From an optimization exercise on the open Yosys and OpenROAD flow, aimed at a short achievable clock period and few clock cycles per item; shortcuts taken in it are not production practice. Function was not checked in any run shown here: the RTL went through the layout flow alone. No activity file was given, so power comes from the tool's default toggle rates.

==> flow/design.v <==
package csma_pkg;
  localparam int SUB_SLOTS_DEF = 90;
  localparam int KIND_W = 3;
  localparam int MED_W = 2;
  localparam int ADDR_W = 48;
  localparam int DRAW_W = 32;
  localparam int ACT_W = 4;
  localparam int MST_W = 3;
  localparam int CFG_IDX_W = 3;
  localparam int CFG_DATA_W = 16;
  localparam int TIME_W = 16;
  localparam int CW_W = 10;
  localparam int RETRY_W = 4;
  localparam int CW_FULL_W = 26;
  localparam int CW_TOP = 1021;
  localparam logic [KIND_W-1:0] K_TICK = 3'd0;
  localparam logic [KIND_W-1:0] K_FRAME = 3'd1;
  localparam logic [KIND_W-1:0] K_MEDIUM = 3'd2;
  localparam logic [KIND_W-1:0] K_RX_END = 3'd3;
  localparam logic [KIND_W-1:0] K_TX_DONE = 3'd4;
  localparam logic [MED_W-1:0] MED_IDLE = 2'd0;
  localparam logic [MED_W-1:0] MED_RECV = 2'd2;
  localparam logic [MST_W-1:0] M_IDLE = 3'd0;
  localparam logic [MST_W-1:0] M_DEFER = 3'd1;
  localparam logic [MST_W-1:0] M_DIFS = 3'd2;
  localparam logic [MST_W-1:0] M_BACKOFF = 3'd3;
  localparam logic [MST_W-1:0] M_TRANSMIT = 3'd4;
  localparam logic [MST_W-1:0] M_ACKWAIT = 3'd5;
  localparam logic [MST_W-1:0] M_RECEIVE = 3'd6;
  localparam logic [MST_W-1:0] M_SIFS = 3'd7;
  localparam logic [ACT_W-1:0] A_NONE = 4'd0;
  localparam logic [ACT_W-1:0] A_SEND_DATA = 4'd1;
  localparam logic [ACT_W-1:0] A_SEND_ACK = 4'd2;
  localparam logic [ACT_W-1:0] A_DELIVER = 4'd3;
  localparam logic [ACT_W-1:0] A_DROP_FCS = 4'd4;
  localparam logic [ACT_W-1:0] A_DROP_ADDR = 4'd5;
  localparam logic [ACT_W-1:0] A_TX_OK = 4'd6;
  localparam logic [ACT_W-1:0] A_TX_BCAST = 4'd7;
  localparam logic [ACT_W-1:0] A_GIVE_UP = 4'd8;
  localparam logic [ACT_W-1:0] A_RETRY = 4'd9;
  localparam logic [CFG_IDX_W-1:0] R_USE_ACK = 3'd0;
  localparam logic [CFG_IDX_W-1:0] R_DIFS = 3'd1;
  localparam logic [CFG_IDX_W-1:0] R_SIFS = 3'd2;
  localparam logic [CFG_IDX_W-1:0] R_ACK_TO = 3'd3;
  localparam logic [CFG_IDX_W-1:0] R_CW_MIN = 3'd4;
  localparam logic [CFG_IDX_W-1:0] R_CW_MAX = 3'd5;
  localparam logic [CFG_IDX_W-1:0] R_CW_MC = 3'd6;
  localparam logic [CFG_IDX_W-1:0] R_RETRY = 3'd7;
endpackage
module csma_ctrl #(
  parameter int SUB_SLOTS = csma_pkg::SUB_SLOTS_DEF
) (
  input  logic                             clk,
  input  logic                             rst,
  input  logic                             in_valid,
  output logic                             in_ready,
  input  logic [csma_pkg::KIND_W-1:0]      kind,
  input  logic [csma_pkg::MED_W-1:0]       medium_req,
  input  logic                             fcs_ok,
  input  logic                             for_us,
  input  logic                             frame_is_ack,
  input  logic                             dest_broadcast,
  input  logic                             dest_multicast,
  input  logic [csma_pkg::ADDR_W-1:0]      source_address,
  input  logic [csma_pkg::DRAW_W-1:0]      random_draw,
  output logic                             out_valid,
  input  logic                             out_ready,
  output logic [csma_pkg::ACT_W-1:0]       action,
  output logic [csma_pkg::MST_W-1:0]       mac_state,
  output logic [csma_pkg::ADDR_W-1:0]      ack_destination,
  output logic                             want_frame,
  input  logic                             cfg_valid,
  input  logic [csma_pkg::CFG_IDX_W-1:0]   cfg_index,
  input  logic [csma_pkg::CFG_DATA_W-1:0]  cfg_data,
  output logic                             div_start,
  output logic                             div_fast,
  output logic                             div_kmc,      
  output logic [csma_pkg::RETRY_W-1:0]     div_krc,      
  output logic                             div_sel4,     
  output logic [csma_pkg::CW_W-1:0]        div_cw_min,
  output logic [csma_pkg::CW_W-1:0]        div_cw_max,
  output logic [csma_pkg::CW_W-1:0]        div_cw_mc,
  output logic [csma_pkg::DRAW_W-1:0]      div_draw,
  input  logic                             div_last,
  input  logic                             div_last_next,
  input  logic [$clog2(csma_pkg::CW_TOP * SUB_SLOTS + 2)-1:0] div_rem,
  input  logic                             div_rem_z,
  input  logic                             div_rem_1
);
  localparam int DW = $clog2(csma_pkg::CW_TOP * SUB_SLOTS + 2);
  localparam int TW = (DW > csma_pkg::TIME_W) ? DW : csma_pkg::TIME_W;
  localparam int EW = (SUB_SLOTS > 1) ? $clog2(SUB_SLOTS) : 1;
  localparam int WW = csma_pkg::ACT_W + csma_pkg::MST_W + csma_pkg::ADDR_W + 1;
  logic                  use_ack;
  logic [csma_pkg::TIME_W-1:0]     difs_ticks, sifs_ticks, ack_timeout_ticks;
  logic [csma_pkg::CW_W-1:0]       cw_min, cw_max, cw_multicast;
  logic [csma_pkg::RETRY_W-1:0]    retry_limit;
  always_ff @(posedge clk) begin
    if (rst) begin
      use_ack <= 1'b1;
      difs_ticks <= '0; sifs_ticks <= '0; ack_timeout_ticks <= '0;
      cw_min <= csma_pkg::CW_W'(31); cw_max <= csma_pkg::CW_W'(1023);
      cw_multicast <= csma_pkg::CW_W'(31); retry_limit <= csma_pkg::RETRY_W'(7);
    end else if (cfg_valid) begin
      unique case (cfg_index)
        csma_pkg::R_USE_ACK: use_ack <= cfg_data[0];
        csma_pkg::R_DIFS:    difs_ticks <= cfg_data;
        csma_pkg::R_SIFS:    sifs_ticks <= cfg_data;
        csma_pkg::R_ACK_TO:  ack_timeout_ticks <= cfg_data;
        csma_pkg::R_CW_MIN:  cw_min <= cfg_data[csma_pkg::CW_W-1:0];
        csma_pkg::R_CW_MAX:  cw_max <= cfg_data[csma_pkg::CW_W-1:0];
        csma_pkg::R_CW_MC:   cw_multicast <= cfg_data[csma_pkg::CW_W-1:0];
        csma_pkg::R_RETRY:   retry_limit <= cfg_data[csma_pkg::RETRY_W-1:0];
        default: ;
      endcase
    end
  end
  logic                  difs_z, difs_1, sifs_z, sifs_1, ato_z, ato_1;
  logic [15:0]           f4tab;          
  logic                  f4tab_mc;
  logic [15:0]           ttab;           
  logic                  ttab_mc;
  logic [15:0]           ftab;           
  logic                  ftab_mc;
  function automatic logic [csma_pkg::CW_W-1:0] cw_of(input logic [csma_pkg::CW_W-1:0] c_min,
                                                    input logic [csma_pkg::CW_W-1:0] c_max,
                                                    input int r);
    logic [csma_pkg::CW_FULL_W-1:0] full;
    logic [csma_pkg::CW_W-1:0] w;
    full = (csma_pkg::CW_FULL_W'(c_min) << r) | ((csma_pkg::CW_FULL_W'(1) << r) - csma_pkg::CW_FULL_W'(1));
    if (full > csma_pkg::CW_FULL_W'(c_max)) w = c_max;
    else w = full[csma_pkg::CW_W-1:0];
    if (w < csma_pkg::CW_W'(2)) w = csma_pkg::CW_W'(2);
    cw_of = w;
  endfunction
  always_ff @(posedge clk) begin
    difs_z <= (difs_ticks == '0); difs_1 <= (difs_ticks == csma_pkg::TIME_W'(1));
    sifs_z <= (sifs_ticks == '0); sifs_1 <= (sifs_ticks == csma_pkg::TIME_W'(1));
    ato_z <= (ack_timeout_ticks == '0); ato_1 <= (ack_timeout_ticks == csma_pkg::TIME_W'(1));
    for (int r = 0; r < 16; r++) f4tab[r] <= (cw_of(cw_min, cw_max, r) == csma_pkg::CW_W'(4));
    f4tab_mc <= (cw_multicast == csma_pkg::CW_W'(4));
    for (int r = 0; r < 16; r++)
      ttab[r] <= (cw_max <= csma_pkg::CW_W'(2)) || (r == 0 && cw_min <= csma_pkg::CW_W'(2)) ||
                 (r == 1 && cw_min == '0);
    ttab_mc <= (cw_multicast <= csma_pkg::CW_W'(2));
    for (int r = 0; r < 16; r++)
      ftab[r] <= (cw_of(cw_min, cw_max, r) == csma_pkg::CW_W'(3)) ||
                 (cw_of(cw_min, cw_max, r) == csma_pkg::CW_W'(4));
    ftab_mc <= (cw_multicast == csma_pkg::CW_W'(3)) || (cw_multicast == csma_pkg::CW_W'(4));
  end
  logic                  irv, in_ready_r;
  logic                  i_kT, i_kF, i_kM, i_kR, i_kX;    
  logic                  i_free, i_recv;                  
  logic                  i_fcs, i_forus, i_isack, i_bc, i_mc;
  logic [csma_pkg::ADDR_W-1:0]     i_src;
  logic [csma_pkg::DRAW_W-1:0]     i_draw;
  assign in_ready = in_ready_r;
  always_ff @(posedge clk) begin
    if (in_ready_r) begin
      i_kT <= (kind == csma_pkg::K_TICK); i_kF <= (kind == csma_pkg::K_FRAME);
      i_kM <= (kind == csma_pkg::K_MEDIUM); i_kR <= (kind == csma_pkg::K_RX_END);
      i_kX <= (kind == csma_pkg::K_TX_DONE);
      i_free <= (medium_req == csma_pkg::MED_IDLE); i_recv <= (medium_req == csma_pkg::MED_RECV);
      i_fcs <= fcs_ok; i_forus <= for_us;
      i_isack <= frame_is_ack; i_bc <= dest_broadcast; i_mc <= dest_multicast;
      i_src <= source_address; i_draw <= random_draw;
    end
  end
  logic [7:0]            s1h;                 
  logic                  held, fbc, fmc;      
  logic                  bv;                  
  logic [DW-1:0]         bl;                  
  logic                  blz, bl1, pbl;       
  logic [TW-1:0]         tl;                  
  logic                  tz, t1, ptl;         
  logic                  td;                  
  logic [EW-1:0]         et;                  
  logic [csma_pkg::RETRY_W-1:0]    rc;
  logic                  rge;                 
  logic [csma_pkg::ADDR_W-1:0]     ack_addr;
  localparam logic [2:0] T_HOLD = 3'd0, T_DEC = 3'd1, T_ACK = 3'd2, T_SIFS = 3'd3,
                         T_DIFS = 3'd4, T_BL = 3'd5;
  localparam logic [1:0] B_HOLD = 2'd0, B_ZERO = 2'd1, B_REM = 2'd2, B_FRZ = 2'd3;
  localparam logic [1:0] E_HOLD = 2'd0, E_INC = 2'd1, E_ZERO = 2'd2;
  localparam logic [1:0] RC_HOLD = 2'd0, RC_ZERO = 2'd1, RC_INC = 2'd2;
  localparam logic [1:0] G_A = 2'd0, G_B = 2'd1, G_F = 2'd2;
  localparam int EVW = 40;
  function automatic logic [DW-1:0] ks_add(input logic [DW-1:0] a, input logic [DW-1:0] b);
    logic [DW-1:0] g, p, gg, pp, gn, pn;
    g = a & b;
    p = a ^ b;
    gg = g; pp = p;
    for (int d = 1; d < DW; d = d * 2) begin
      gn = gg; pn = pp;
      for (int i = d; i < DW; i++) begin
        gn[i] = gg[i] | (pp[i] & gg[i - d]);
        pn[i] = pp[i] & pp[i - d];
      end
      gg = gn; pp = pn;
    end
    ks_add = p ^ {gg[DW-2:0], 1'b0};
  endfunction
  function automatic logic [EVW-1:0] evalf(
    input logic [2:0] ms,
    input logic kT, kF, kM, kR, kX, free_m, recv_m,
    input logic e_fcs, e_forus, e_isack, e_bc, e_mc,
    input logic held, fbc, fmc, bv, td, rge, use_ack);
    logic [csma_pkg::MST_W-1:0] st;
    logic [csma_pkg::ACT_W-1:0] act;
    logic n_held, n_fbc, n_fmc, n_bv, aa_ld, sf, eb, gen, frame_new;
    logic [2:0] tl_sel;
    logic [1:0] bl_sel, et_sel, rc_op, gsel;
    st = ms; act = csma_pkg::A_NONE;
    n_held = held; n_fbc = fbc; n_fmc = fmc; n_bv = bv;
    tl_sel = T_HOLD; bl_sel = B_HOLD; et_sel = E_HOLD; rc_op = RC_HOLD;
    aa_ld = 1'b0; sf = 1'b0; eb = 1'b0; gen = 1'b0; gsel = G_A; frame_new = 1'b0;
    if (kF) begin
      if (!held) begin
        n_held = 1'b1; n_fbc = e_bc; n_fmc = e_mc;
        n_bv = 1'b0; bl_sel = B_ZERO; rc_op = RC_ZERO; frame_new = 1'b1;
        if (ms == csma_pkg::M_IDLE) sf = 1'b1;
      end
    end else begin
      case (ms)
        csma_pkg::M_DEFER: begin
          if (kM) begin
            if (free_m) sf = 1'b1;
            else if (recv_m) st = csma_pkg::M_RECEIVE;
          end
        end
        csma_pkg::M_DIFS: begin
          if (kT) begin
            tl_sel = T_DEC;
            if (td) eb = 1'b1;
          end else if (kM) begin
            if (recv_m) st = csma_pkg::M_RECEIVE;
            else if (!free_m) st = csma_pkg::M_DEFER;
          end
        end
        csma_pkg::M_BACKOFF: begin
          if (kT) begin
            et_sel = E_INC; tl_sel = T_DEC;
            if (td) begin
              n_bv = 1'b0; bl_sel = B_ZERO;
              st = csma_pkg::M_TRANSMIT; act = csma_pkg::A_SEND_DATA;
            end
          end else if (kM && !free_m) begin
            bl_sel = B_FRZ; et_sel = E_ZERO;
            st = recv_m ? csma_pkg::M_RECEIVE : csma_pkg::M_DEFER;
          end
        end
        csma_pkg::M_TRANSMIT: begin
          if (kX) begin
            if (fbc || !use_ack) begin
              n_held = 1'b0; n_fbc = 1'b0; n_fmc = 1'b0; n_bv = 1'b0;
              bl_sel = B_ZERO; rc_op = RC_ZERO;
              st = csma_pkg::M_IDLE; act = fbc ? csma_pkg::A_TX_BCAST : csma_pkg::A_TX_OK;
            end else begin
              tl_sel = T_ACK; st = csma_pkg::M_ACKWAIT;
            end
          end
        end
        csma_pkg::M_ACKWAIT: begin
          if (kR) begin
            if (e_fcs && e_forus && e_isack) begin
              n_held = 1'b0; n_fbc = 1'b0; n_fmc = 1'b0; n_bv = 1'b0;
              bl_sel = B_ZERO; rc_op = RC_ZERO;
              st = csma_pkg::M_IDLE; act = csma_pkg::A_TX_OK;
            end
          end else if (kT) begin
            tl_sel = T_DEC;
            if (td) begin
              st = csma_pkg::M_IDLE;
              if (rge) begin
                n_held = 1'b0; n_fbc = 1'b0; n_fmc = 1'b0; n_bv = 1'b0;
                bl_sel = B_ZERO; rc_op = RC_ZERO;
                act = csma_pkg::A_GIVE_UP;
              end else begin
                rc_op = RC_INC;
                gen = 1'b1; gsel = G_B; bl_sel = B_REM; n_bv = 1'b1;
                act = csma_pkg::A_RETRY;
              end
            end
          end
        end
        csma_pkg::M_RECEIVE: begin
          if (kR) begin
            st = csma_pkg::M_IDLE;
            if (!e_fcs) act = csma_pkg::A_DROP_FCS;
            else if (e_isack) act = csma_pkg::A_NONE;
            else if (e_bc) act = csma_pkg::A_DELIVER;
            else if (e_forus) begin
              act = csma_pkg::A_DELIVER;
              if (use_ack) begin
                aa_ld = 1'b1; tl_sel = T_SIFS; st = csma_pkg::M_SIFS;
              end
            end else act = csma_pkg::A_DROP_ADDR;
          end
        end
        csma_pkg::M_SIFS: begin
          if (kT) begin
            tl_sel = T_DEC;
            if (td) begin
              st = csma_pkg::M_IDLE; act = csma_pkg::A_SEND_ACK;
            end
          end
        end
        default: ;
      endcase
    end
    if (!sf && st == csma_pkg::M_IDLE) begin
      if (recv_m) st = csma_pkg::M_RECEIVE;
      else if (n_held) sf = 1'b1;
    end
    if (sf) begin
      if (!free_m) st = csma_pkg::M_DEFER;
      else if (use_ack) begin
        tl_sel = T_DIFS; st = csma_pkg::M_DIFS;
      end else eb = 1'b1;
    end
    if (eb) begin
      if (!n_bv) begin
        gen = 1'b1; gsel = frame_new ? G_F : G_A; bl_sel = B_REM; n_bv = 1'b1;
      end
      tl_sel = T_BL; et_sel = E_ZERO; st = csma_pkg::M_BACKOFF;
    end
    evalf = {st, act, n_held, n_fbc, n_fmc, n_bv, 8'(1) << st, 6'(1) << tl_sel, 4'(1) << bl_sel,
             3'(1) << et_sel, 3'(1) << rc_op, 3'(1) << gsel, aa_ld, gen};
  endfunction
  logic [csma_pkg::MST_W-1:0]      st;
  logic [csma_pkg::ACT_W-1:0]      act;
  logic                  n_held, n_fbc, n_fmc, n_bv;
  logic [7:0]            st_oh;
  logic [5:0]            tl_oh;
  logic [3:0]            bl_oh;
  logic [2:0]            et_oh, rc_oh, gs_oh;
  logic                  aa_ld, gen, send_ack;
  logic [EVW-1:0]        ev;
  always_comb begin
    ev = '0;
    for (int k = 0; k < 8; k++) begin
      if (s1h[k])
        ev = ev | evalf(3'(k), i_kT, i_kF, i_kM, i_kR, i_kX, i_free, i_recv,
                        i_fcs, i_forus, i_isack, i_bc, i_mc,
                        held, fbc, fmc, bv, td, rge, use_ack);
    end
    {st, act, n_held, n_fbc, n_fmc, n_bv, st_oh, tl_oh, bl_oh, et_oh, rc_oh, gs_oh, aa_ld, gen} = ev;
    send_ack = i_kT && s1h[csma_pkg::M_SIFS] && td;
  end
  logic                  k_mc, triv, tr_a, tr_b, tr_f, fast, fa_a, fa_b, fa_f;
  logic                  s4, s4_a, s4_b, s4_f;
  logic [csma_pkg::RETRY_W-1:0]    k_rc;
  always_comb begin
    tr_a = (fbc | fmc) ? ttab_mc : ttab[rc];
    tr_b = (fbc | fmc) ? ttab_mc : ttab[rc + csma_pkg::RETRY_W'(1)];
    tr_f = (i_bc | i_mc) ? ttab_mc : ttab[0];
    fa_a = (fbc | fmc) ? ftab_mc : ftab[rc];
    fa_b = (fbc | fmc) ? ftab_mc : ftab[rc + csma_pkg::RETRY_W'(1)];
    fa_f = (i_bc | i_mc) ? ftab_mc : ftab[0];
    s4_a = (fbc | fmc) ? f4tab_mc : f4tab[rc];
    s4_b = (fbc | fmc) ? f4tab_mc : f4tab[rc + csma_pkg::RETRY_W'(1)];
    s4_f = (i_bc | i_mc) ? f4tab_mc : f4tab[0];
    if (gs_oh[G_B]) begin
      k_mc = fbc | fmc; k_rc = rc + csma_pkg::RETRY_W'(1); triv = tr_b; fast = fa_b; s4 = s4_b;
    end else if (gs_oh[G_F]) begin
      k_mc = i_bc | i_mc; k_rc = '0; triv = tr_f; fast = fa_f; s4 = s4_f;
    end else begin
      k_mc = fbc | fmc; k_rc = rc; triv = tr_a; fast = fa_a; s4 = s4_a;
    end
  end
  logic [DW-1:0]         bl_n;
  logic                  blz_n, bl1_n, pbl_n;
  logic [TW-1:0]         tl_n;
  logic                  tz_n, t1_n, ptl_n;
  logic [7:0]            s1h_n;
  logic [EW-1:0]         et_n;
  logic [csma_pkg::RETRY_W-1:0]    rc_n;
  logic                  rge_n;
  always_comb begin
    bl_n = ({DW{bl_oh[B_FRZ]}} & ks_add(DW'(tl), DW'(et))) | ({DW{bl_oh[B_HOLD]}} & bl);
    blz_n = bl_oh[B_ZERO] | bl_oh[B_REM] | (bl_oh[B_FRZ] & tz & (et == '0)) | (bl_oh[B_HOLD] & blz);
    bl1_n = (bl_oh[B_FRZ] & ((tz & (et == EW'(1))) | (t1 & (et == '0)))) | (bl_oh[B_HOLD] & bl1);
    pbl_n = (bl_oh[B_REM] & !triv) | (bl_oh[B_FRZ] & ptl) | (bl_oh[B_HOLD] & pbl);
    tl_n = ({TW{tl_oh[T_DEC]}} & (tz ? tl : tl - TW'(1))) |
           ({TW{tl_oh[T_ACK]}} & TW'(ack_timeout_ticks)) |
           ({TW{tl_oh[T_SIFS]}} & TW'(sifs_ticks)) |
           ({TW{tl_oh[T_DIFS]}} & TW'(difs_ticks)) |
           ({TW{tl_oh[T_BL] & !bl_oh[B_REM]}} & TW'(bl)) |
           ({TW{tl_oh[T_HOLD]}} & tl);
    tz_n = (tl_oh[T_DEC] & td) | (tl_oh[T_ACK] & ato_z) | (tl_oh[T_SIFS] & sifs_z) |
           (tl_oh[T_DIFS] & difs_z) | (tl_oh[T_BL] & (bl_oh[B_REM] | blz)) | (tl_oh[T_HOLD] & tz);
    t1_n = (tl_oh[T_DEC] & (tl == TW'(2))) | (tl_oh[T_ACK] & ato_1) | (tl_oh[T_SIFS] & sifs_1) |
           (tl_oh[T_DIFS] & difs_1) | (tl_oh[T_BL] & !bl_oh[B_REM] & bl1) | (tl_oh[T_HOLD] & t1);
    ptl_n = (tl_oh[T_DEC] & ptl) | (tl_oh[T_BL] & (bl_oh[B_REM] ? !triv : pbl)) | (tl_oh[T_HOLD] & ptl);
    s1h_n = st_oh;
    et_n = ({EW{et_oh[E_INC]}} & ((et == EW'(SUB_SLOTS - 1)) ? '0 : et + EW'(1))) |
           ({EW{et_oh[E_HOLD]}} & et);
    rge_n = (rc_oh[RC_ZERO] & (retry_limit == '0)) |
            (rc_oh[RC_INC] & (rc + csma_pkg::RETRY_W'(1) >= retry_limit)) |
            (rc_oh[RC_HOLD] & (rc >= retry_limit));
    rc_n = ({csma_pkg::RETRY_W{rc_oh[RC_INC]}} & (rc + csma_pkg::RETRY_W'(1))) |
           ({csma_pkg::RETRY_W{rc_oh[RC_HOLD]}} & rc);
  end
  logic                  ov0, ov1;
  logic [WW-1:0]         w0, w1, wn;
  logic                  commit, pop;
  logic                  commit_r;
  assign commit = commit_r;
  assign pop = ov0 && out_ready;
  assign wn = {act, st, send_ack ? ack_addr : csma_pkg::ADDR_W'(0), (st == csma_pkg::M_IDLE) && !n_held};
  assign div_start = commit && gen && !triv;
  assign div_fast = fast;
  assign div_kmc = k_mc;
  assign div_krc = k_rc;
  assign div_sel4 = s4;
  assign div_cw_min = cw_min;
  assign div_cw_max = cw_max;
  assign div_cw_mc = cw_multicast;
  assign div_draw = i_draw;
  always_ff @(posedge clk) begin
    if (rst) begin
      s1h <= 8'd1; held <= 1'b0; fbc <= 1'b0; fmc <= 1'b0; bv <= 1'b0;
      bl <= '0; blz <= 1'b1; bl1 <= 1'b0; pbl <= 1'b0;
      tl <= '0; tz <= 1'b1; t1 <= 1'b0; ptl <= 1'b0; td <= 1'b1;
      et <= '0; rc <= '0; rge <= 1'b0; ack_addr <= '0;
    end else if (commit) begin
      s1h <= s1h_n; held <= n_held; fbc <= n_fbc; fmc <= n_fmc; bv <= n_bv;
      bl <= bl_n; blz <= blz_n; bl1 <= bl1_n; pbl <= pbl_n;
      tl <= tl_n; tz <= tz_n; t1 <= t1_n; ptl <= ptl_n; td <= tz_n | t1_n;
      et <= et_n; rc <= rc_n; rge <= rge_n;
      if (aa_ld) ack_addr <= i_src;
    end else begin
      rge <= (rc >= retry_limit);
    end
    if (!rst && !commit && div_last) begin
      if (pbl) begin
        bl <= div_rem; blz <= div_rem_z; bl1 <= div_rem_1; pbl <= 1'b0;
      end
      if (ptl) begin
        tl <= TW'(div_rem); tz <= div_rem_z; t1 <= div_rem_1; ptl <= 1'b0;
        td <= div_rem_z | div_rem_1;
      end
    end
  end
  logic irv_n, ov1_n, ptl_nx, stall_nx;
  always_comb begin
    irv_n = (in_valid && in_ready_r) || (irv && !commit);
    if (ov1) ov1_n = !pop;
    else ov1_n = commit && ov0 && !pop;
    ptl_nx = commit ? ptl_n : (div_last ? 1'b0 : ptl);
    stall_nx = div_last_next ||
               (ptl_nx && (commit ? s1h_n[csma_pkg::M_BACKOFF] : s1h[csma_pkg::M_BACKOFF]) &&
                (in_ready_r ? (kind == csma_pkg::K_TICK) : i_kT));
  end
  always_ff @(posedge clk) begin
    if (rst) begin
      irv <= 1'b0; ov0 <= 1'b0; ov1 <= 1'b0; in_ready_r <= 1'b1; commit_r <= 1'b0;
    end else begin
      irv <= irv_n;
      if (!ov0 || pop) ov0 <= ov1 || commit;
      ov1 <= ov1_n;
      commit_r <= irv_n && !ov1_n && !stall_nx;
      in_ready_r <= !irv_n || (!ov1_n && !div_last_next && !ptl_nx);
    end
  end
  always_ff @(posedge clk) begin
    if (!ov0 || pop) w0 <= ov1 ? w1 : wn;
    if (!ov1) w1 <= wn;
  end
  assign out_valid = ov0;
  assign {action, mac_state, ack_destination, want_frame} = w0;
endmodule
module csma_dp #(
  parameter int SUB_SLOTS = csma_pkg::SUB_SLOTS_DEF
) (
  input  logic                           clk,
  input  logic                           rst,
  input  logic                           start,
  input  logic                           fast,   
  input  logic                           kmc,      
  input  logic [csma_pkg::RETRY_W-1:0]   krc,      
  input  logic                           sel4,     
  input  logic [csma_pkg::CW_W-1:0]      cw_min,
  input  logic [csma_pkg::CW_W-1:0]      cw_max,
  input  logic [csma_pkg::CW_W-1:0]      cw_mc,
  input  logic [csma_pkg::DRAW_W-1:0]    draw,
  input  logic                           cap,       
  input  logic [csma_pkg::DRAW_W-1:0]    draw_in,   
  output logic                           last,
  output logic                           last_next,
  output logic [$clog2(csma_pkg::CW_TOP * SUB_SLOTS + 2)-1:0] rem,
  output logic                           rem_z,
  output logic                           rem_1
);
  localparam int DW = $clog2(csma_pkg::CW_TOP * SUB_SLOTS + 2);
  localparam int NNIB = csma_pkg::DRAW_W / 4;
  localparam int CNT_W = $clog2(csma_pkg::DRAW_W + 1);
  localparam int D1 = SUB_SLOTS + 1;           
  localparam int D2 = 2 * SUB_SLOTS + 1;       
  localparam int KW = $clog2(D2);              
  localparam int SW = KW + 3;                  
  function automatic int nib_res(input int d, input int i, input int n);
    longint p;
    p = 1;
    for (int k = 0; k < i; k++) p = (p * 16) % d;
    nib_res = int'((p * n) % d);
  endfunction
  function automatic logic [KW-1:0] nib_tab(input int d, input int i, input logic [3:0] n);
    logic [KW-1:0] t [0:15];
    for (int k = 0; k < 16; k++) t[k] = KW'(nib_res(d, i, k));
    nib_tab = t[n];
  endfunction
  function automatic logic [csma_pkg::CW_W-1:0] cw_clamp(input logic [csma_pkg::CW_FULL_W-1:0] full,
                                                      input logic [csma_pkg::CW_W-1:0] c_max);
    logic [csma_pkg::CW_W-1:0] w;
    if (full > csma_pkg::CW_FULL_W'(c_max)) w = c_max;
    else w = full[csma_pkg::CW_W-1:0];
    if (w < csma_pkg::CW_W'(2)) w = csma_pkg::CW_W'(2);
    cw_clamp = w;
  endfunction
  localparam logic [2:0] P_IDLE = 3'd0, P_A = 3'd1, P_B = 3'd2, P_D = 3'd3, P_IT = 3'd4,
                         P_K = 3'd5, P_F = 3'd6;
  logic [2:0]                    ph;
  logic                          kmc_r, sel4_r;
  logic [csma_pkg::RETRY_W-1:0]  krc_r;
  logic [csma_pkg::CW_W-1:0]     cw_r;
  logic [csma_pkg::CW_FULL_W-1:0] full_r;
  logic [csma_pkg::DRAW_W-1:0]   q;
  logic [SW-1:0]                 c1a, c1b, c2a, c2b;    
  logic [DW-1:0]                 d_r, r, d_a, d_b, d_c;
  logic [CNT_W-1:0]              cnt;
  logic [KW-1:0]   n1 [0:NNIB-1], n2 [0:NNIB-1];
  logic [6*SW-1:0] w1, w2;
  always_comb begin
    for (int i = 0; i < NNIB; i++) begin
      n1[i] = nib_tab(D1, i, draw_in[4*i +: 4]);
      n2[i] = nib_tab(D2, i, draw_in[4*i +: 4]);
    end
  end
  always_ff @(posedge clk) begin
    if (cap) begin
      w1 <= csa8to6({n1[7], n1[6], n1[5], n1[4], n1[3], n1[2], n1[1], n1[0]});
      w2 <= csa8to6({n2[7], n2[6], n2[5], n2[4], n2[3], n2[2], n2[1], n2[0]});
    end
  end
  function automatic logic [SW-1:0] ks_add(input logic [SW-1:0] a, input logic [SW-1:0] b);
    logic [SW-1:0] g, p, gg, pp, gn, pn;
    g = a & b;
    p = a ^ b;
    gg = g; pp = p;
    for (int d = 1; d < SW; d = d * 2) begin
      gn = gg; pn = pp;
      for (int i = d; i < SW; i++) begin
        gn[i] = gg[i] | (pp[i] & gg[i - d]);
        pn[i] = pp[i] & pp[i - d];
      end
      gg = gn; pp = pn;
    end
    ks_add = p ^ {gg[SW-2:0], 1'b0};
  endfunction
  function automatic logic [2*SW-1:0] fa3(input logic [SW-1:0] x, input logic [SW-1:0] y,
                                          input logic [SW-1:0] z);
    fa3 = {x ^ y ^ z, ((x & y) | (x & z) | (y & z)) << 1};
  endfunction
  function automatic logic [6*SW-1:0] csa8to6(input logic [8*KW-1:0] v);
    logic [SW-1:0] x [0:7];
    logic [SW-1:0] a0, b0, a1, b1;
    for (int i = 0; i < 8; i++) x[i] = SW'(v[KW*i +: KW]);
    {a0, b0} = fa3(x[0], x[1], x[2]);
    {a1, b1} = fa3(x[3], x[4], x[5]);
    csa8to6 = {a0, b0, a1, b1, x[6], x[7]};
  endfunction
  function automatic logic [2*SW-1:0] csa6to2(input logic [6*SW-1:0] w);
    logic [SW-1:0] a2, b2, a3, b3, a4, b4;
    {a2, b2} = fa3(w[5*SW +: SW], w[4*SW +: SW], w[3*SW +: SW]);
    {a3, b3} = fa3(w[2*SW +: SW], w[SW +: SW], w[0 +: SW]);
    {a4, b4} = fa3(a2, b2, a3);
    csa6to2 = fa3(a4, b4, b3);
  endfunction
  localparam int XW = SW + 1;                  
  function automatic logic [XW-1:0] ks_addx(input logic [XW-1:0] a, input logic [XW-1:0] b);
    logic [XW-1:0] g, p, gg, pp, gn, pn;
    g = a & b;
    p = a ^ b;
    gg = g; pp = p;
    for (int d = 1; d < XW; d = d * 2) begin
      gn = gg; pn = pp;
      for (int i = d; i < XW; i++) begin
        gn[i] = gg[i] | (pp[i] & gg[i - d]);
        pn[i] = pp[i] & pp[i - d];
      end
      gg = gn; pp = pn;
    end
    ks_addx = p ^ {gg[XW-2:0], 1'b0};
  endfunction
  function automatic logic [KW-1:0] red8cs(input logic [SW-1:0] a, input logic [SW-1:0] b,
                                           input int d);
    logic [XW-1:0] x, y, z, t;
    logic [KW-1:0] res;
    res = '0;
    for (int m = 0; m < 8; m++) begin
      x = XW'(a); y = XW'(b); z = XW'(-(m * d));
      t = ks_addx(x ^ y ^ z, ((x & y) | (x & z) | (y & z)) << 1);
      if (!t[XW-1]) res = t[KW-1:0];
    end
    red8cs = res;
  endfunction
  logic [DW:0]    trial;
  logic [DW-1:0]  r_next;
  always_comb begin
    trial = {r, q[csma_pkg::DRAW_W-1]};
    if (trial >= {1'b0, d_r}) r_next = DW'(trial - {1'b0, d_r});
    else r_next = trial[DW-1:0];
    if (ph == P_F) rem = r;
    else if (sel4_r) rem = DW'(red8cs(c2a, c2b, D2));
    else rem = DW'(red8cs(c1a, c1b, D1));
  end
  assign last_next = (start && fast) || (ph == P_IT && cnt == CNT_W'(1));
  function automatic logic sum_is(input logic [SW-1:0] a, input logic [SW-1:0] b, input int k);
    logic [SW-1:0] kk;
    kk = SW'(k);
    sum_is = ((a ^ b ^ kk) == (((a & b) | ((a ^ b) & ~kk)) << 1));
  endfunction
  function automatic logic is_res(input logic [SW-1:0] a, input logic [SW-1:0] b,
                                  input int d, input int k);
    logic hit;
    hit = 1'b0;
    for (int m = 0; m < 8; m++) if (sum_is(a, b, m * d + k)) hit = 1'b1;
    is_res = hit;
  endfunction
  always_comb begin
    if (ph == P_F) begin
      rem_z = (r == '0);
      rem_1 = (r == DW'(1));
    end else if (sel4_r) begin
      rem_z = is_res(c2a, c2b, D2, 0);
      rem_1 = is_res(c2a, c2b, D2, 1);
    end else begin
      rem_z = is_res(c1a, c1b, D1, 0);
      rem_1 = is_res(c1a, c1b, D1, 1);
    end
  end
  always_ff @(posedge clk) begin
    if (rst) last <= 1'b0;
    else last <= last_next;
  end
  always_ff @(posedge clk) begin
    if (rst) ph <= P_IDLE;
    else begin
      unique case (ph)
        P_IDLE: if (start && !fast) ph <= P_K;
        P_K: ph <= P_A;
        P_A: ph <= P_B;
        P_B: ph <= P_D;
        P_D: ph <= P_IT;
        P_IT: if (cnt == CNT_W'(1)) ph <= P_F;
        P_F: ph <= P_IDLE;
        default: ph <= P_IDLE;
      endcase
    end
  end
  always_ff @(posedge clk) begin
    if (ph == P_IDLE) begin
      kmc_r <= kmc; krc_r <= krc; sel4_r <= sel4;
      q <= draw;
    end else if (ph == P_IT) begin
      q <= q << 1;
    end
    {c1a, c1b} <= csa6to2(w1);
    {c2a, c2b} <= csa6to2(w2);
    full_r <= (csma_pkg::CW_FULL_W'(cw_min) << krc_r) |
              ((csma_pkg::CW_FULL_W'(1) << krc_r) - csma_pkg::CW_FULL_W'(1));
    if (kmc_r) cw_r <= (cw_mc < csma_pkg::CW_W'(2)) ? csma_pkg::CW_W'(2) : cw_mc;
    else cw_r <= cw_clamp(full_r, cw_max);
    d_a <= DW'(cw_r) * DW'(SUB_SLOTS & ~7);
    d_c <= DW'(cw_r) * DW'(SUB_SLOTS & 7);
    d_b <= d_a + d_c - DW'(2 * SUB_SLOTS - 1);
    if (ph == P_D) begin
      r <= '0;
      cnt <= CNT_W'(csma_pkg::DRAW_W);
    end else if (ph == P_IT) begin
      r <= r_next;
      cnt <= cnt - CNT_W'(1);
    end
  end
  assign d_r = d_b;
endmodule
module csma_ca_mac_controller #(
  parameter int SUB_SLOTS = csma_pkg::SUB_SLOTS_DEF
) (
  input  logic                             clk,
  input  logic                             rst,
  input  logic                             in_valid,
  output logic                             in_ready,
  input  logic [csma_pkg::KIND_W-1:0]      kind,
  input  logic [csma_pkg::MED_W-1:0]       medium_req,
  input  logic                             fcs_ok,
  input  logic                             for_us,
  input  logic                             frame_is_ack,
  input  logic                             dest_broadcast,
  input  logic                             dest_multicast,
  input  logic [csma_pkg::ADDR_W-1:0]      source_address,
  input  logic [csma_pkg::DRAW_W-1:0]      random_draw,
  output logic                             out_valid,
  input  logic                             out_ready,
  output logic [csma_pkg::ACT_W-1:0]       action,
  output logic [csma_pkg::MST_W-1:0]       mac_state,
  output logic [csma_pkg::ADDR_W-1:0]      ack_destination,
  output logic                             want_frame,
  input  logic                             cfg_valid,
  output logic                             cfg_ready,
  input  logic [csma_pkg::CFG_IDX_W-1:0]   cfg_index,
  input  logic [csma_pkg::CFG_DATA_W-1:0]  cfg_data
);
  localparam int DW = $clog2(csma_pkg::CW_TOP * SUB_SLOTS + 2);
  logic                          div_start, div_fast;
  logic                          div_kmc, div_sel4;
  logic [csma_pkg::RETRY_W-1:0]  div_krc;
  logic [csma_pkg::CW_W-1:0]     div_cw_min, div_cw_max, div_cw_mc;
  logic [csma_pkg::DRAW_W-1:0]   div_draw;
  logic                          div_last, div_last_next;
  logic [DW-1:0]                 div_rem;
  logic                          div_rem_z, div_rem_1;
  assign cfg_ready = 1'b1;
  csma_ctrl #(.SUB_SLOTS(SUB_SLOTS)) u_ctrl (
    .clk             (clk),
    .rst             (rst),
    .in_valid        (in_valid),
    .in_ready        (in_ready),
    .kind            (kind),
    .medium_req      (medium_req),
    .fcs_ok          (fcs_ok),
    .for_us          (for_us),
    .frame_is_ack    (frame_is_ack),
    .dest_broadcast  (dest_broadcast),
    .dest_multicast  (dest_multicast),
    .source_address  (source_address),
    .random_draw     (random_draw),
    .out_valid       (out_valid),
    .out_ready       (out_ready),
    .action          (action),
    .mac_state       (mac_state),
    .ack_destination (ack_destination),
    .want_frame      (want_frame),
    .cfg_valid       (cfg_valid),
    .cfg_index       (cfg_index),
    .cfg_data        (cfg_data),
    .div_start       (div_start),
    .div_fast        (div_fast),
    .div_kmc         (div_kmc),
    .div_krc         (div_krc),
    .div_sel4        (div_sel4),
    .div_cw_min      (div_cw_min),
    .div_cw_max      (div_cw_max),
    .div_cw_mc       (div_cw_mc),
    .div_draw        (div_draw),
    .div_last        (div_last),
    .div_last_next   (div_last_next),
    .div_rem         (div_rem),
    .div_rem_z       (div_rem_z),
    .div_rem_1       (div_rem_1)
  );
  csma_dp #(.SUB_SLOTS(SUB_SLOTS)) u_dp (
    .clk       (clk),
    .rst       (rst),
    .start     (div_start),
    .fast      (div_fast),
    .kmc       (div_kmc),
    .krc       (div_krc),
    .sel4      (div_sel4),
    .cw_min    (div_cw_min),
    .cw_max    (div_cw_max),
    .cw_mc     (div_cw_mc),
    .draw      (div_draw),
    .cap       (in_ready),
    .draw_in   (random_draw),
    .last      (div_last),
    .last_next (div_last_next),
    .rem       (div_rem),
    .rem_z     (div_rem_z),
    .rem_1     (div_rem_1)
  );
endmodule
==> flow/flow/run.sh <==
#!/bin/bash
# Standard layout, with the timing repair aiming further below the clock period.
set -e
export SETUP_SLACK_MARGIN=8
bash standard.sh > standard_flow.log 2>&1
==> flow/standard.sh <==
#!/bin/bash
# synth_recipe.tcl (not shown) runs the flow's synth.tcl, then flattens the netlist and writes it again
# the make line also repeats each setting of config.mk as NAME=value (left out here)
make -C /OpenROAD-flow-scripts/flow DESIGN_CONFIG=/design/flow/config.mk WORK_HOME=/design/flow/orfs CLKGATE_MAP_FILE= SYNTH_SCRIPT=/design/flow/synth_recipe.tcl "${@:-finish}"
==> flow/config.mk <==
export PLATFORM = sky130hd
export DESIGN_NAME = csma_ca_mac_controller
export DESIGN_NICKNAME = csma_ca_mac_controller
export VERILOG_FILES = /design/flow/design.v
export SDC_FILE = /design/flow/constraint.sdc
export NUM_CORES = 4
export LEC_CHECK = 0
export ABC_CLOCK_PERIOD_IN_PS = 3000
export CAP_MARGIN = 20
export CORE_MARGIN = 2
export CORE_UTILIZATION = 40
export CTS_CLUSTER_DIAMETER = 100
export CTS_CLUSTER_SIZE = 25
export SLEW_MARGIN = 20
==> flow/constraint.sdc <==
create_clock -name core_clock -period 11.0 [get_ports {clk}]
set_input_delay 2.2000 -clock core_clock [delete_from_list [all_inputs] [get_ports {clk}]]
set_output_delay 2.2000 -clock core_clock [all_outputs]
set_load 0.01 [all_outputs]
==> flow_metrics.py, run 1 <==
metrics = {
    "setup_path": {
        "cp_top_family": "compound AO/OA/AOI/OAI gates",
        "cp_max_fo": 6,
        "r2r_setup_slack_ns": 7.57,
        "crit_path_end_kind": "flip-flop",
        "slowest_stage": "a311o_1",
        "cpPeakStageDelay_ns": 0.43,
        "crit_type": "reg2reg",
        "worstPathCellList": "inv_2 -> ha_4 -> clkinvlp_4 -> buf_12 -> fa_2 -> a21oi_2 -> nor2_4 -> a221oi_4 -> buf_6 -> o21a_4 -> o211ai_1 -> a211oi_2 -> nor4b_2 -> a311o_1 -> o22ai_1",
        "critPathArrivalTime_ns": 3.99,
        "crit_path_start_kind": "flip-flop",
        "path_buf_inv": 4,
        "required_ns": 11.56,
    },
    "cts": {
        "cts.hold.buffers_added": 0,
        "numCtsBuffers": 36,
        "clockBufferDepth": 3,
        "clock-sinks": 691,
        "htreeDepth": 2,
        "root_buffer": "clkbuf_16",
        "clkLatencyLatePin_ns": 0.63,
        "clkTransAtPathRegs_ns": 0.11,
        "cts_tree": "done",
    },
    "flow_run": {
        "max-cap-violations": 0,
    },
    "sta": {
        "finClkSkew_ns": 0.0425,
        "tightest_slew_ns": 1.05,
        "post-route-min-period_ns": 3.43,
        "slew_viol_final": 0,
        "max_freq_mhz": 291,
        "setup_violations": 0,
        "post-route-period-util": 0.312,
        "rsz0062_at_grt": "true",
        "finalHoldViolations": 0,
        "slew_headroom": 0.297,
        "fin_tns_setup_ns": 0,
    },
    "finish": {
        "n_fill_cell": 9218,
        "layout.nets": 4924,
        "area_growth_pct": 20.7,
        "design_area_sq_mm": 0.0479,
        "drive_above_1_share": 0.200,
    },
    "grt": {
        "grt_pass1_wl_um": 178000,
        "grt_max_degree": 77,
        "track_usage": 0.218,
        "overflow": 0,
        "antenna_found_initial": 3,
        "grt_pass1_vias": 30529,
    },
    "synth": {
        "async_reset_ff_frac": 0,
        "synth_area_leaders": "dfxtp_1 (22%), edfxtp_1 (20%), ha_1 (9.9%), fa_1 (5.0%), nand2_1 (4.4%)",
        "yosysMostFrequentCell": "nand2_1",
        "synth_common_cells": "nand2_1 (463), dfxtp_1 (430), inv_1 (326), ha_1 (315), a21oi_1 (290)",
        "yosysTopAreaCell": "dfxtp_1",
        "synth-main-ff-cell": "dfxtp_1",
        "syn_inst": 4151,
        "syn-cell-area_sq_mm": 0.0397,
        "synth_top_cell_area_share": 0.217,
        "synth_nets": 4680,
        "yosys_warnings": 22,
        "synth_edf_count": 261,
        "seq_area_frac_synth": 0.414,
        "avgSynthCellArea_sq_um": 9.56,
        "synth.distinct_cells": 93,
        "ys_ff_latch": 691,
    },
    "floorplanning": {
        "die_w_um": 319,
        "io_pins": 173,
        "num_rows": 115,
        "dieArea_sq_mm": 0.102,
        "chipHeight_um": 319,
        "fp.coreArea_sq_mm": 0.0984,
        "start_util": 0.403,
    },
    "detailed_routing": {
        "antenna_left": 0,
        "vias": 32247,
        "routed_via_density": 5.65,
        "drt_first_pass_iters": 9,
        "drt-wirelength-per-cell_um": 20.3,
        "drc": 0,
        "routed_wl_um": 116000,
        "drtIter0Drc": 2843,
    },
    "pwr": {
        "p_leak_nw": 18.9,
        "p_per_area_mw_per_mm2": 326,
        "max-vdd-ir-drop_v": 0.000236,
    },
    "outcome": {
        "status": "complete, no violations",
    },
    "min_path": {
        "min_path_type": "reg2reg",
    },
    "place": {
        "finalWeightedCongestion": 0.948,
        "dpl.hpwl_um": 80000,
        "placed_cell_area_sq_mm": 0.0432,
        "io_buffers": 171,
    },
}
-- path summary, 6_finish.rpt --
kind / from / end / depth (start not counted)
worst max-delay path: u_dp.c2a[2] / u_ctrl.bl[0] / 15
worst min-delay path: u_dp.d_c[2] / u_dp.d_b[2] / 1
worst max register to register: u_dp.c2a[2] / u_ctrl.bl[0] / 15
worst min register to register: u_dp.d_c[2] / u_dp.d_b[2] / 1
-- through the flow --
stage | std cells | worst slack (ns) | hold slack (ns) | utilization | power, W
2_1_floorplan | 4151 | 7.27 | 0.331 | - | 0.00920
3_3_place_gp | 5436 | 5.96 | 0.368 | 0.438 | 0.0113
3_5_place_dp | 5436 | 5.92 | 0.371 | 0.438 | 0.0113
4_1_cts | 5640 | 7.58 | 0.389 | 0.473 | 0.0146
5_1_grt | 5711 | 7.49 | 0.390 | 0.487 | 0.0166
6_report | 5711 | 7.57 | 0.382 | 0.487 | 0.0156
-- sequential cells by signal, summed over array words and instances, names as in the netlist, 12 cells and up --
register and flops:
u_ctrl.ack_addr 48, u_ctrl.ack_timeout_ticks 16, u_ctrl.bl 17, u_ctrl.difs_ticks 16, u_ctrl.f4tab 12, u_ctrl.ftab 12
u_ctrl.i_draw 28, u_ctrl.i_src 48, u_ctrl.sifs_ticks 16, u_ctrl.tl 17, u_ctrl.w0 56, u_ctrl.w1 56
u_dp.d_a 14, u_dp.d_b 16, u_dp.full_r 26, u_dp.q 32, u_dp.r 17, u_dp.w1 36
u_dp.w2 44
-- cells in the final DEF (no fill, tap or decap), types with 79 or more instances in the layout --
master           count
dfxtp_1            404
ha_1               236
nand2_1            440
nor2_1             258
o21ai_0            152
a21oi_1            246
inv_1              289
clkdlybuf4s50_1     79
edfxtp_1           261
buf_4              176
-- worst register-to-register path: stages, from the launching register on --
cell	delay [ns]
dfxtp_2	0.35
inv_2	0.04
ha_4	0.28
clkinvlp_4	0.13
buf_12	0.15
fa_2	0.39
a21oi_2	0.20
nor2_4	0.06
a221oi_4	0.35
buf_6	0.17
o21a_4	0.15
o211ai_1	0.12
a211oi_2	0.27
nor4b_2	0.08
a311o_1	0.43
o22ai_1	0.19
-- logic make-up (layout without fill, tap and decap cells) --
| logic type | count (synthesis) | count (layout) | synth area share |
|---|---|---|---|
| compound gates | 1013 | 1015 | 0.168 |
| flops | 691 | 691 | 0.414 |
| xor+xnor | 117 | 117 | 0.0258 |
| mux | 136 | 136 | 0.0416 |
| other cells | 2 | 5 | 0.000189 |
| simple gates | 1248 | 1253 | 0.149 |
| fa+ha+maj | 415 | 415 | 0.150 |
| buf+inv | 529 | 792 | 0.0512 |
-- power by group --
part / total (W) / internal, W / switching, W
clock: 0.00159 / 0.000702 / 0.000886
combinational: 0.0105 / 0.00467 / 0.00583
sequential: 0.00354 / 0.00319 / 0.000350
-- layer usage --
metal	global-route usage	vias up	share of wire
met2	0.354	1085	0.46
li1	-	15303	-
met5	0	-	0
met3	0.0273	190	0.060
met4	0.0580	0	0.025
met1	0.307	15669	0.45
-- repair_timing --
item,in CTS,in global routing
pin swaps,114,125
resized for setup,662,175
endpoints found under the setup margin,406,208
gates cloned,5,7
buffers inserted,135,60
-- final cells by class --
cell class	count	area [sq um]	area share
multi-input combinational	2938	23700	0.495
sequential	691	16500	0.344
timing repair buffer	397	3570	0.0745
tap	1287	1610	0.0336
inverter	331	1320	0.0276
clock buffer	53	986	0.0206
clock inverter	11	199	0.00415
antenna	3	7.51	0.000157
==> run 2: changes to the inputs <==
--- a/flow/config.mk
+++ b/flow/config.mk
@@ -9,6 +9,4 @@
 export CAP_MARGIN = 20
 export CORE_MARGIN = 2
 export CORE_UTILIZATION = 40
-export CTS_CLUSTER_DIAMETER = 100
-export CTS_CLUSTER_SIZE = 25
 export SLEW_MARGIN = 20
==> run 2 against run 1 <==
  * Sequential power about the same
  * Combinational power about the same
  * Highest routed layer unchanged
  * Synthesized cell count did not move
  * Clock power grew about 70%
  * Sequential cell count unchanged
  * Critical path depth is 1 higher
  * Still clean on timing, DRC and antenna
  * First-iteration DRC count fell by 3.6%
  * Global-route usage rose by 0.36 points
  * Core utilization rose by 1.5 points
  * Critical path type unchanged
  * Cell count grew 1.2%
  * Via count increased by 1.1%
==> flow_metrics.py, run 2 <==
metrics = {
    "sta": {
        "finClkSkew_ns": 0.0325,
        "finalHoldViolations": 0,
        "setup_violations": 0,
        "max_freq_mhz": 286,
        "fin_tns_setup_ns": 0,
        "post-route-period-util": 0.318,
        "post-route-min-period_ns": 3.49,
        "rsz0062_at_grt": "true",
        "slew_headroom": 0.309,
        "setup_slack_ns": 7.51,
        "tightest_slew_ns": 1.03,
        "slew_viol_final": 0,
    },
    "synth": {
        "seq_area_frac_synth": 0.414,
        "async_reset_ff_frac": 0,
        "synth_area_leaders": "dfxtp_1 (22%), edfxtp_1 (20%), ha_1 (9.9%), fa_1 (5.0%), nand2_1 (4.4%)",
        "syn_inst": 4151,
        "synth.distinct_cells": 93,
        "synth-main-ff-cell": "dfxtp_1",
        "synth_top_cell_area_share": 0.217,
        "synth_nets": 4680,
        "ys_ff_latch": 691,
        "yosys_warnings": 22,
        "syn-cell-area_sq_mm": 0.0397,
        "yosysTopAreaCell": "dfxtp_1",
        "yosysMostFrequentCell": "nand2_1",
        "synth_common_cells": "nand2_1 (463), dfxtp_1 (430), inv_1 (326), ha_1 (315), a21oi_1 (290)",
        "avgSynthCellArea_sq_um": 9.56,
        "synth_edf_count": 261,
    },
    "cts": {
        "clkTransAtPathRegs_ns": 0.06,
        "clockBufferDepth": 3,
        "cts_tree": "done",
        "cts.hold.buffers_added": 0,
        "root_buffer": "clkbuf_16",
        "clock-sinks": 691,
        "htreeDepth": 3,
        "numCtsBuffers": 80,
        "clkLatencyLatePin_ns": 0.65,
    },
    "setup_path": {
        "r2r_start": "u_dp.c1a[2]",
        "worst_r2r_path_depth": 16,
        "r2r_end": "u_ctrl.tl[2]",
        "critPathArrivalTime_ns": 4.02,
        "crit_type": "reg2reg",
        "r2r_setup_slack_ns": 7.51,
        "crit_path_end_kind": "flip-flop",
        "required_ns": 11.52,
        "cp_max_fo": 5,
        "crit_path_start_kind": "flip-flop",
    },
    "floorplanning": {
        "die_w_um": 319,
        "io_pins": 173,
        "chipHeight_um": 319,
        "fp.coreArea_sq_mm": 0.0984,
        "start_util": 0.403,
        "num_rows": 115,
        "dieArea_sq_mm": 0.102,
    },
    "grt": {
        "grt_pass1_wl_um": 180000,
        "antenna_found_initial": 4,
        "grt_pass1_vias": 31061,
        "overflow": 0,
        "grt_max_degree": 77,
        "track_usage": 0.222,
    },
    "min_path": {
        "holdPathEnd": "u_dp.d_b[2]",
        "hold_start": "u_dp.d_c[2]",
        "hold_path_depth": 1,
        "min_path_type": "reg2reg",
    },
    "finish": {
        "area_growth_pct": 24.4,
        "layout_common_cells": "nand2_1 (436), dfxtp_1 (408), inv_1 (287)",
        "final_common_cell": "nand2_1",
        "drive_above_1_share": 0.210,
        "design_area_sq_mm": 0.0494,
        "final-instance-count-excl-fill": 5782,
        "layout.nets": 4956,
        "reg_top3": "u_ctrl.w0 (56), u_ctrl.w1 (56)",
    },
    "place": {
        "io_buffers": 171,
        "placed_cell_area_sq_mm": 0.0432,
        "finalWeightedCongestion": 0.948,
        "post-place-ws_ns": 5.92,
        "dpl.hpwl_um": 80000,
        "dp.cells": 5436,
    },
    "flow_run": {
        "max-cap-violations": 0,
    },
    "detailed_routing": {
        "antenna_left": 0,
        "routed_wl_um": 118000,
        "drt_first_pass_iters": 6,
        "drt-wirelength-per-cell_um": 20.4,
        "vias": 32605,
        "routed_via_density": 5.64,
        "drtIter0Drc": 2742,
        "drc": 0,
    },
    "pwr": {
        "max-vdd-ir-drop_v": 0.000245,
        "p_leak_nw": 19.6,
        "p_per_area_mw_per_mm2": 339,
    },
    "outcome": {
        "status": "complete, no violations",
    },
}
## run 2: layer usage
metal | GRT usage | share of wire
met5 | 0 | 0
met3 | 0.0294 | 0.060
met2 | 0.358 | 0.47
met1 | 0.309 | 0.44
met4 | 0.0668 | 0.028
## run 2: worst max-delay path by stage
stage | from | endpoint
after floorplan | random_draw[20] | u_dp.w1[34]
after global placement | random_draw[8] | u_dp.w2[56]
after detailed placement | random_draw[8] | u_dp.w2[56]
after CTS | u_ctrl.w0[52] | action[0]
after global routing | u_dp.c1a[2] | u_ctrl.tl[2]
final | u_dp.c1a[2] | u_ctrl.tl[2]
## run 2: repair_timing
item	CTS	global route
gates cloned	4	5
resized for setup	652	199
setup endpoints to repair	408	202
pin swaps	94	108
setup buffers	122	64
## run 2: area by class of cell
class	instances	area, sq um
tap	1287	1610
multi-input combinational	2936	23800
clock buffer	115	2310
clock inverter	32	382
antenna	3	7.51
inverter	331	1320
sequential	691	16500
timing repair buffer	387	3470
fill	9103	49000
## run 2: metrics by stage
step | total power, W | hold slack (ns) | utilization
detailed placement | 0.0113 | 0.371 | 0.438
global placement | 0.0113 | 0.368 | 0.438
finish | 0.0168 | 0.386 | 0.502
floorplan | 0.00920 | 0.331 | -
global route | 0.0177 | 0.396 | 0.502
CTS | 0.0157 | 0.384 | 0.487
## run 2: cell families after synthesis
kind of cell,after synthesis,synth area share
mux,136,0.0416
other cells,2,0.000189
flops,691,0.414
xor+xnor,117,0.0258
buf+inv,529,0.0512
fa+ha+maj,415,0.150
compound gates,1013,0.168
simple gates,1248,0.149
## run 2: critical path, cell delays in order (launching register included)
cell	delay, ns
dfxtp_2	0.35
inv_2	0.05
ha_4	0.28
clkinvlp_4	0.11
buf_6	0.14
fa_2	0.38
inv_2	0.10
nand3_2	0.08
o31a_1	0.39
o41a_1	0.43
buf_4	0.18
buf_6	0.12
nand4_1	0.08
o211ai_1	0.17
o211ai_1	0.22
buf_4	0.19
a311oi_2	0.08
## run 2: report_power, final
group	switching [W]	internal (W)
clock	0.00109	0.00161
sequential	0.000353	0.00319
combinational	0.00587	0.00465
==> run 3: changes to the inputs <==
--- a/flow/config.mk
+++ b/flow/config.mk
@@ -8,5 +8,7 @@
 export ABC_CLOCK_PERIOD_IN_PS = 3000
 export CAP_MARGIN = 20
 export CORE_MARGIN = 2
-export CORE_UTILIZATION = 40
+export CORE_UTILIZATION = 60
+export CTS_CLUSTER_DIAMETER = 100
+export CTS_CLUSTER_SIZE = 25
 export SLEW_MARGIN = 20
==> run 3 against run 2 <==
  * Still clean on timing, DRC and antenna
  * Cell count is 8.4% lower
  * Register-to-register slack improved by 0.14 ns
  * Total power decreased by 6.4%
  * Setup slack worse by 0.051 ns
  * Area after synthesis did not move
  * Clock power is 44% lower
  * Wire length is 0.88% lower
  * Global-route usage rose by 10 points
  * Sequential power is essentially flat
==> flow_metrics.py, run 3 <==
metrics = {
    "outcome": {
        "status": "complete, no violations",
    },
    "grt": {
        "grt_pass1_wl_um": 176000,
        "grt_pass1_vias": 30980,
        "antenna_found_initial": 3,
        "overflow": 0,
        "grt_max_degree": 82,
        "track_usage": 0.326,
    },
    "synth": {
        "synth_nets": 4680,
        "synth_top_cell_area_share": 0.217,
        "yosysTopAreaCell": "dfxtp_1",
        "yosys_warnings": 22,
        "ys_ff_latch": 691,
        "synth_top_family_by_area": "compound AO/OA/AOI/OAI gates",
        "synth.distinct_cells": 93,
        "syn_inst": 4151,
        "syn-cell-area_sq_mm": 0.0397,
        "async_reset_ff_frac": 0,
        "synth_edf_count": 261,
        "avgSynthCellArea_sq_um": 9.56,
        "synth_xor_area_frac": 0.0258,
        "seq_area_frac_synth": 0.414,
        "synth-adder-area-share": 0.150,
        "synth_common_cells": "nand2_1 (463), dfxtp_1 (430), inv_1 (326), ha_1 (315), a21oi_1 (290)",
        "synth_compound_area_frac": 0.168,
        "yosysMostFrequentCell": "nand2_1",
        "synth-simple-area-share": 0.149,
        "synth_area_leaders": "dfxtp_1 (22%), edfxtp_1 (20%), ha_1 (9.9%), fa_1 (5.0%), nand2_1 (4.4%)",
        "synthMuxAreaShare": 0.0416,
        "synth-main-ff-cell": "dfxtp_1",
    },
    "sta": {
        "post-route-min-period_ns": 3.54,
        "finalHoldViolations": 0,
        "fin_tns_setup_ns": 0,
        "slew_headroom": 0.284,
        "tightest_slew_ns": 1.06,
        "whs_ns": 0.361,
        "setup_violations": 0,
        "setup_slack_ns": 7.46,
        "max_freq_mhz": 282,
        "post-route-period-util": 0.322,
        "rsz0062_at_grt": "true",
        "finClkSkew_ns": 0.0179,
        "slew_viol_final": 0,
    },
    "floorplanning": {
        "num_rows": 94,
        "die_w_um": 261,
        "dieArea_sq_mm": 0.0682,
        "fp.coreArea_sq_mm": 0.0656,
        "chipHeight_um": 261,
        "start_util": 0.605,
        "io_pins": 173,
    },
    "setup_path": {
        "cpPeakStageDelay_ns": 0.54,
        "critPathArrivalTime_ns": 1.34,
        "required_ns": 8.80,
        "cp_top_family": "flip-flops",
        "worstPathCellList": "buf_2",
        "r2r_start": "u_dp.c1b[3]",
        "crit_type": "reg2out",
        "crit_path_start_kind": "flip-flop",
        "slowest_stage": "edfxtp_1",
        "crit_path_end_kind": "output pin",
        "path_buf_inv": 1,
        "cp_max_fo": 1,
        "cp-startpoint": "u_ctrl.w0[49]",
    },
    "pwr": {
        "p_leak_nw": 19.0,
        "max-vdd-ir-drop_v": 0.000250,
        "cell_internal_pwr_w": 0.00858,
        "switching_share": 0.453,
        "switchingPower_w": 0.00711,
        "pwr-share-clk": 0.098,
        "seqPwrFrac": 0.227,
        "p_per_area_mw_per_mm2": 328,
        "p_comb_frac": 0.675,
    },
    "finish": {
        "final_util": 0.728,
        "n_fill_cell": 4798,
        "final_common_cell": "nand2_1",
        "drive_above_1_share": 0.209,
        "layout.nets": 4939,
        "layout_common_cells": "nand2_1 (436), dfxtp_1 (402), inv_1 (282)",
        "final-instance-count-excl-fill": 5299,
        "area_growth_pct": 20.3,
        "reg_top3": "u_ctrl.w0 (56), u_ctrl.w1 (56)",
    },
    "place": {
        "dpl.hpwl_um": 78700,
        "io_buffers": 171,
        "dp.cells": 5015,
        "post-place-ws_ns": 5.99,
        "finalWeightedCongestion": 0.976,
    },
    "cts": {
        "clockBufferDepth": 3,
        "numCtsBuffers": 36,
        "cts_tree": "done",
        "cts.hold.buffers_added": 0,
        "clock-sinks": 691,
        "root_buffer": "clkbuf_16",
        "clkLatencyLatePin_ns": 0.61,
        "clkTransAtPathRegs_ns": 0.10,
        "htreeDepth": 2,
    },
    "detailed_routing": {
        "drtIter0Drc": 3630,
        "routed_wl_um": 117000,
        "antenna_left": 0,
        "drc": 0,
        "drt-wirelength-per-cell_um": 22.1,
        "routed_via_density": 6.23,
        "vias": 33004,
        "drt_first_pass_iters": 9,
    },
    "min_path": {
        "min_path_type": "reg2reg",
        "hold_start": "u_dp.d_a[3]",
    },
    "flow_run": {
        "max-cap-violations": 0,
    },
}
-- run 3: cell counts after synthesis --
No cell type changed its count.
-- run 3: power groups by stage --
stage	clock, W	combinational (W)	sequential [W]
6_report	0.00153	0.0106	0.00356
5_1_grt	0.00163	0.0113	0.00361
4_1_cts	0.00155	0.00918	0.00355
3_5_place_dp	0	0.00757	0.00360
3_3_place_gp	0	0.00752	0.00359
2_1_floorplan	0	0.00578	0.00342
-- run 3: worst paths after layout --
kind / endpoint / slack [ns] / depth (start not counted)
worst max register to register: u_ctrl.tl[3] / 7.65 / 16
worst min register to register: u_dp.d_b[1] / 0.36 / 0
worst min-delay path: u_dp.d_b[1] / 0.36 / 0
worst max-delay path: mac_state[0] / 7.46 / 1
-- run 3: layout make-up --
class / instances / area (sq um) / share of cell area
tap: 864 / 1080 / 0.0226
timing repair buffer: 414 / 3770 / 0.0789
inverter: 331 / 1330 / 0.0278
antenna: 2 / 5.00 / 0.000105
clock inverter: 12 / 151 / 0.00317
multi-input combinational: 2936 / 24000 / 0.502
clock buffer: 49 / 950 / 0.0199
sequential: 691 / 16500 / 0.345
-- run 3: routing by layer --
layer  vias up  track usage  wire length [um]
met5         -            0                 0
met4         0        0.109              4470
met3       324       0.0365              7550
met2      1412        0.543             55900
met1     15918        0.446             49000
li1      15350            -                 -
-- run 3: logic make-up after synthesis --
logic type | Yosys count
AO/OA/AOI/OAI | 1013
XOR/XNOR | 117
adder cells (fa/ha/maj) | 415
buffers and inverters | 529
flip-flops | 691
multiplexers | 136
other | 2
AND/OR/NAND/NOR | 1248
-- run 3: stage by stage --
stage               instance area, sq um  total power (W)
finish                             47800           0.0157
global route                       47800           0.0166
CTS                                46100           0.0143
detailed placement                 42600           0.0112
global placement                   42600           0.0111
floorplan                          40700          0.00920
-- run 3: timing repair --
action / 4_1_cts / 5_1_grt
resized for setup: 710 / 224
pin swaps: 111 / 110
hold endpoints to repair: 0 / 0
setup buffers: 126 / 86
cloned: 6 / 3
endpoints found under the setup margin: 415 / 272

re-timing with driven ports:
In the flow no input, the clock included, has a driving cell. The finished layouts below were timed again as built, in two steps.
Step 1, drivers: a clkbuf_16 drives clk and a buf_2 each remaining input, both assumed.
Step 2, shift: input delay + t, output delay - t, t = (earliest + latest rising clock arrival at the registers) / 2. This alone moves slack from input paths to output paths.
Slacks: ideal ports / drivers / drivers and shift; pairs: ideal ports / drivers.
run	t, ns	setup WS [ns]	worst setup path after step 2	worst register clock-pin slew, ns	worst slew at a driven data input, ns
run 1	0.680	7.569 / 7.546 / 6.969	input to register	0.11 / 0.11	0.09
run 2	0.702	7.506 / 7.506 / 6.949	input to register	0.06 / 0.06	0.09
run 3	0.671	7.455 / 7.386 / 6.926	input to register	0.10 / 0.10	0.12
After both steps setup and hold are still met in every run listed. The setup slack of run 1, which loses most, moves by -0.023 ns with the drivers and by -0.600 ns with both steps.
